Background: an optimization exercise with open tools, aiming at small area. Do not read the settings as production practice. Only simulation tests tie the RTL to the original design; equivalence was not proved.

==> inputs of build 98 <==
==> flow/design.v <==
module axis_lbus_seg_packer #(
  parameter int NSEG      = 4,
  parameter int SEG_BYTES = 16
) (
  input  logic                      clk,
  input  logic                      rst_n,
  input  logic [NSEG*128-1:0]       s_axis_tdata,
  input  logic [NSEG*SEG_BYTES-1:0] s_axis_tkeep,
  input  logic                      s_axis_tlast,
  input  logic                      s_axis_tvalid,
  output logic                      s_axis_tready,
  output logic [NSEG*128-1:0]       lbus_data,
  output logic [NSEG-1:0]           lbus_ena,
  output logic [NSEG-1:0]           lbus_sop,
  output logic [NSEG-1:0]           lbus_eop,
  output logic [NSEG-1:0]           lbus_err,
  output logic [NSEG*4-1:0]         lbus_mty,
  input  logic                      lbus_rdy
);
  localparam int PW = NSEG*128 + NSEG*4 + 2;   
  logic [NSEG-1:0]   cv_ena;
  logic [NSEG*4-1:0] cv_mty;
  logic              any_en, cv_err;
  logic tready_q, skid_v_q, in_pkt_q, bad_pkt_q, out_pkt_q;
  logic [PW-1:0] cv_pay, skid_q, out_q, m_pay;
  logic          out_eop_q, out_err_q;
  assign any_en = |s_axis_tkeep;
  always_comb begin : convert
    cv_ena = '0;
    cv_mty = '0;
    for (int s = 0; s < NSEG; s++) begin
      cv_ena[s] = |s_axis_tkeep[SEG_BYTES*s +: SEG_BYTES];
      for (int b = SEG_BYTES-1; b >= 0; b--) begin
        if (s_axis_tkeep[SEG_BYTES*s + b]) cv_mty[4*s +: 4] = 4'(b);
      end
    end
    if (!any_en) begin
      cv_ena[0]   = s_axis_tlast;
      cv_mty[3:0] = {4{s_axis_tlast}};
    end
  end
  logic viol;
  always_comb begin : keep_check
    logic below, above;
    logic [NSEG-1:0] en;
    viol  = 1'b0;
    below = 1'b0;
    for (int s = 0; s < NSEG; s++) en[s] = |s_axis_tkeep[SEG_BYTES*s +: SEG_BYTES];
    for (int s = 0; s < NSEG; s++) begin
      above = 1'b0;
      for (int t = 0; t < NSEG; t++) if (t > s) above = above | en[t];
      if (en[s]) begin
        for (int b = 0; b < SEG_BYTES-1; b++)
          if (s_axis_tkeep[SEG_BYTES*s + b] && !s_axis_tkeep[SEG_BYTES*s + b + 1]) viol = 1'b1;
        if (!s_axis_tkeep[SEG_BYTES*s] && (above || !s_axis_tlast)) viol = 1'b1;
      end else begin
        if (below && above) viol = 1'b1;
        if (above && !below && in_pkt_q) viol = 1'b1;
        if (below && !above && !s_axis_tlast) viol = 1'b1;
      end
      below = below | en[s];
    end
  end
  assign cv_err = ~any_en | bad_pkt_q | viol;
  logic [NSEG-1:0] out_ena_q, skid_ena_q, m_ena;
  logic            out_v, adv, hold, push;
  logic            out_v2_q;   
  assign out_v = |out_ena_q;
  assign adv   = ~out_v | lbus_rdy;
  assign hold  = out_v2_q & ~lbus_rdy;
  assign push  = s_axis_tvalid & tready_q & (any_en | s_axis_tlast);
  assign m_ena = ({NSEG{s_axis_tvalid & tready_q}} & cv_ena) | ({NSEG{skid_v_q}} & skid_ena_q);
  always_ff @(posedge clk or negedge rst_n) begin
    if (!rst_n) begin
      out_ena_q <= '0;
      out_v2_q  <= 1'b0;
      skid_v_q  <= 1'b0;
      tready_q  <= 1'b0;
      in_pkt_q  <= 1'b0;
      bad_pkt_q <= 1'b0;
      out_pkt_q <= 1'b0;
    end else begin
      if (adv) out_ena_q <= m_ena;
      if (adv) out_v2_q  <= |m_ena;
      skid_v_q <= ~adv & (skid_v_q | push);
      tready_q <= ~(~adv & (skid_v_q | push));
      if (push) begin
        in_pkt_q  <= ~s_axis_tlast;
        bad_pkt_q <= ~s_axis_tlast & (bad_pkt_q | viol);
      end
      if (out_v & lbus_rdy) out_pkt_q <= ~out_eop_q;
    end
  end
  assign cv_pay = {cv_err, s_axis_tlast, cv_mty, s_axis_tdata};
  assign m_pay  = ({PW{tready_q}} & cv_pay) | ({PW{skid_v_q}} & skid_q);
  always_ff @(posedge clk) begin
    skid_ena_q <= m_ena;
    skid_q     <= m_pay;
    out_q      <= (m_pay & {PW{adv}}) | (out_q & {PW{hold}});
  end
  assign out_eop_q = out_q[PW-2];
  assign out_err_q = out_q[PW-1];
  logic [NSEG-1:0] lowest, highest;
  always_comb begin
    logic seen;
    seen = 1'b0;
    for (int s = 0; s < NSEG; s++) begin
      lowest[s] = out_ena_q[s] & ~seen;
      seen      = seen | out_ena_q[s];
    end
    seen = 1'b0;
    for (int s = NSEG-1; s >= 0; s--) begin
      highest[s] = out_ena_q[s] & ~seen;
      seen       = seen | out_ena_q[s];
    end
  end
  assign s_axis_tready = tready_q;
  assign lbus_data     = out_q[NSEG*128-1:0];
  assign lbus_mty      = out_q[NSEG*128 +: NSEG*4];
  assign lbus_ena      = out_ena_q;
  assign lbus_sop      = lowest & {NSEG{~out_pkt_q}};
  assign lbus_eop      = highest & {NSEG{out_eop_q}};
  assign lbus_err      = highest & {NSEG{out_eop_q & out_err_q}};
endmodule
==> flow/flow/run.sh <==
#!/bin/bash
# Standard layout, with the port buffers made of the smallest buffer cell and a clock tree
# of small clustered buffers without dummy loads.
set -euo pipefail
bash standard.sh "BUFFER_PORTS_ARGS=-buffer_cell sky130_fd_sc_hd__buf_1" REMOVE_ABC_BUFFERS=1 \
  "CTS_ARGS=-sink_clustering_enable -repair_clock_nets -sink_clustering_size 18 -sink_clustering_max_diameter 60 -buf_list sky130_fd_sc_hd__clkbuf_8 -dont_use_dummy_load" \
  finish > run_standard.log 2>&1
==> flow/standard.sh <==
#!/bin/bash
# synth_recipe.tcl (not shown) runs the flow's synth.tcl, then flattens the netlist and writes it again
# the make line also repeats each setting of config.mk as NAME=value (left out here)
make -C /OpenROAD-flow-scripts/flow DESIGN_CONFIG=/design/flow/config.mk WORK_HOME=/design/flow/orfs CLKGATE_MAP_FILE= SYNTH_SCRIPT=/design/flow/synth_recipe.tcl "${@:-finish}"
==> flow/config.mk <==
export PLATFORM = sky130hd
export DESIGN_NAME = axis_lbus_seg_packer
export DESIGN_NICKNAME = axis_lbus_seg_packer
export VERILOG_FILES = /design/flow/design.v
export SDC_FILE = /design/flow/constraint.sdc
export NUM_CORES = 4
export LEC_CHECK = 0
export ABC_AREA = 1
export CAP_MARGIN = 20
export CORE_AREA = 4 4 556 216
export DIE_AREA = 0 0 560 220
export SLEW_MARGIN = 20
==> flow/constraint.sdc <==
create_clock -name core_clock -period 4.0 [get_ports {clk}]
set_input_delay 0.8000 -clock core_clock [delete_from_list [all_inputs] [get_ports {clk}]]
set_output_delay 0.8000 -clock core_clock [all_outputs]
set_load 0.01 [all_outputs]
==> inputs of trial 76, as changes to build 98 <==
--- a/flow/design.v
+++ b/flow/design.v
@@ -51,6 +51,5 @@
       for (int t = 0; t < NSEG; t++) if (t > s) above = above | en[t];
       if (en[s]) begin
-        for (int b = 0; b < SEG_BYTES-1; b++)
-          if (s_axis_tkeep[SEG_BYTES*s + b] && !s_axis_tkeep[SEG_BYTES*s + b + 1]) viol = 1'b1;
+        if (|(s_axis_tkeep[SEG_BYTES*s +: SEG_BYTES-1] & ~s_axis_tkeep[SEG_BYTES*s+1 +: SEG_BYTES-1])) viol = 1'b1;
         if (!s_axis_tkeep[SEG_BYTES*s] && (above || !s_axis_tlast)) viol = 1'b1;
       end else begin
==> flow/flow/run.sh (replaced) <==
#!/bin/bash
# Standard layout, with the port buffers made of the smallest buffer cell and a clock tree
# of small clustered buffers without dummy loads.
set -euo pipefail
bash standard.sh "BUFFER_PORTS_ARGS=-buffer_cell sky130_fd_sc_hd__buf_1" REMOVE_ABC_BUFFERS=1 \
  "CTS_ARGS=-sink_clustering_enable -repair_clock_nets -sink_clustering_size 14 -sink_clustering_max_diameter 40 -buf_list sky130_fd_sc_hd__clkbuf_8 -dont_use_dummy_load" \
  finish > run_standard.log 2>&1
Settings changed: CORE_AREA 4 4 556 216 to 4 4 676 96, DIE_AREA 0 0 560 220 to 0 0 680 100.
==> impl_metrics.env <==
export IMPL_synth_compound_area_share_pct=28.6
export IMPL_multi_input_area_share_pct=27.0
export IMPL_die_area_mm2=0.0680
export IMPL_wl_met1_um=40700
export IMPL_p_total_uw=25400
export IMPL_path_buf_inv=1
export IMPL_power_frac_clock_pct=21.3
export IMPL_multi_input_area_mm2=0.0106
export IMPL_status="finished clean"
export IMPL_hpwl_um=64100
export IMPL_initial_core_util_pct=55.4
export IMPL_min_period_ps=2570
export IMPL_design_area_mm2=0.0394
export IMPL_max_slew_worst_pin_slew_ps=1070
export IMPL_netlist_instances=2741
export IMPL_die_w_um=680
export IMPL_antenna_found_initial=0
export IMPL_area_growth_pct=17.8
export IMPL_crit_chain="buf_1"
export IMPL_instances_no_fill=4588
export IMPL_seq_power_share_pct=55.7
export IMPL_layout_nets=4329
Source of the figures above: trial 76

==> impl_metrics.env <==
export IMPL_status="finished clean"
export IMPL_netlist_instances=2753
export IMPL_die_w_um=560
export IMPL_ys_seq_area_share_pct=64.3
export IMPL_required_ps=3200
export IMPL_power_frac_clock_pct=19.4
export IMPL_path_buf_inv=2
export IMPL_antenna_found_initial=43
export IMPL_seq_power_share_pct=54.2
export IMPL_multi_input_area_share_pct=26.4
export IMPL_area_growth_pct=20.3
export IMPL_hpwl_um=112000
export IMPL_hold_viol=0
export IMPL_crit_chain="buf_12, buf_1"
export IMPL_instances_no_fill=5323
export IMPL_wl_met1_um=66700
export IMPL_layout_nets=4338
export IMPL_multi_input_area_mm2=0.0107
export IMPL_tap_cell_count=1540
export IMPL_max_slew_worst_pin_slew_ps=871
export IMPL_design_area_mm2=0.0403
export IMPL_layout_common_cells="buf_1, dfxtp_1, a22o_1"
Source of the figures above: build 98

==> port drivers added, routing unchanged <==
How much do the figures lean on ideal ports? The routed layouts below were timed once more, with nothing changed but the port constraints.
Step 1, drivers: a clkbuf_16 drives clk and a buf_2 each remaining input, both assumed.
Step 2, shift: input delay + t, output delay - t, t = (earliest + latest rising clock arrival at the registers) / 2. This alone moves slack from input paths to output paths.
Slacks: no drivers / after step 1 / after step 2; pairs: no drivers / after step 1.
run	shift t [ns]	slack for setup (ns)	hold slack, ns	pins driven straight from the clock port
build 98	0.756	1.123 / 1.075 / 0.652	0.295 / 0.281 / 0.457	1
trial 76	0.776	1.427 / 1.339 / 1.276	0.060 / 0.024 / 0.461	1
After both steps setup and hold are still met in every run listed. For build 98, which loses most, drivers alone change the setup slack by -0.048 ns; drivers and shift together by -0.471 ns.
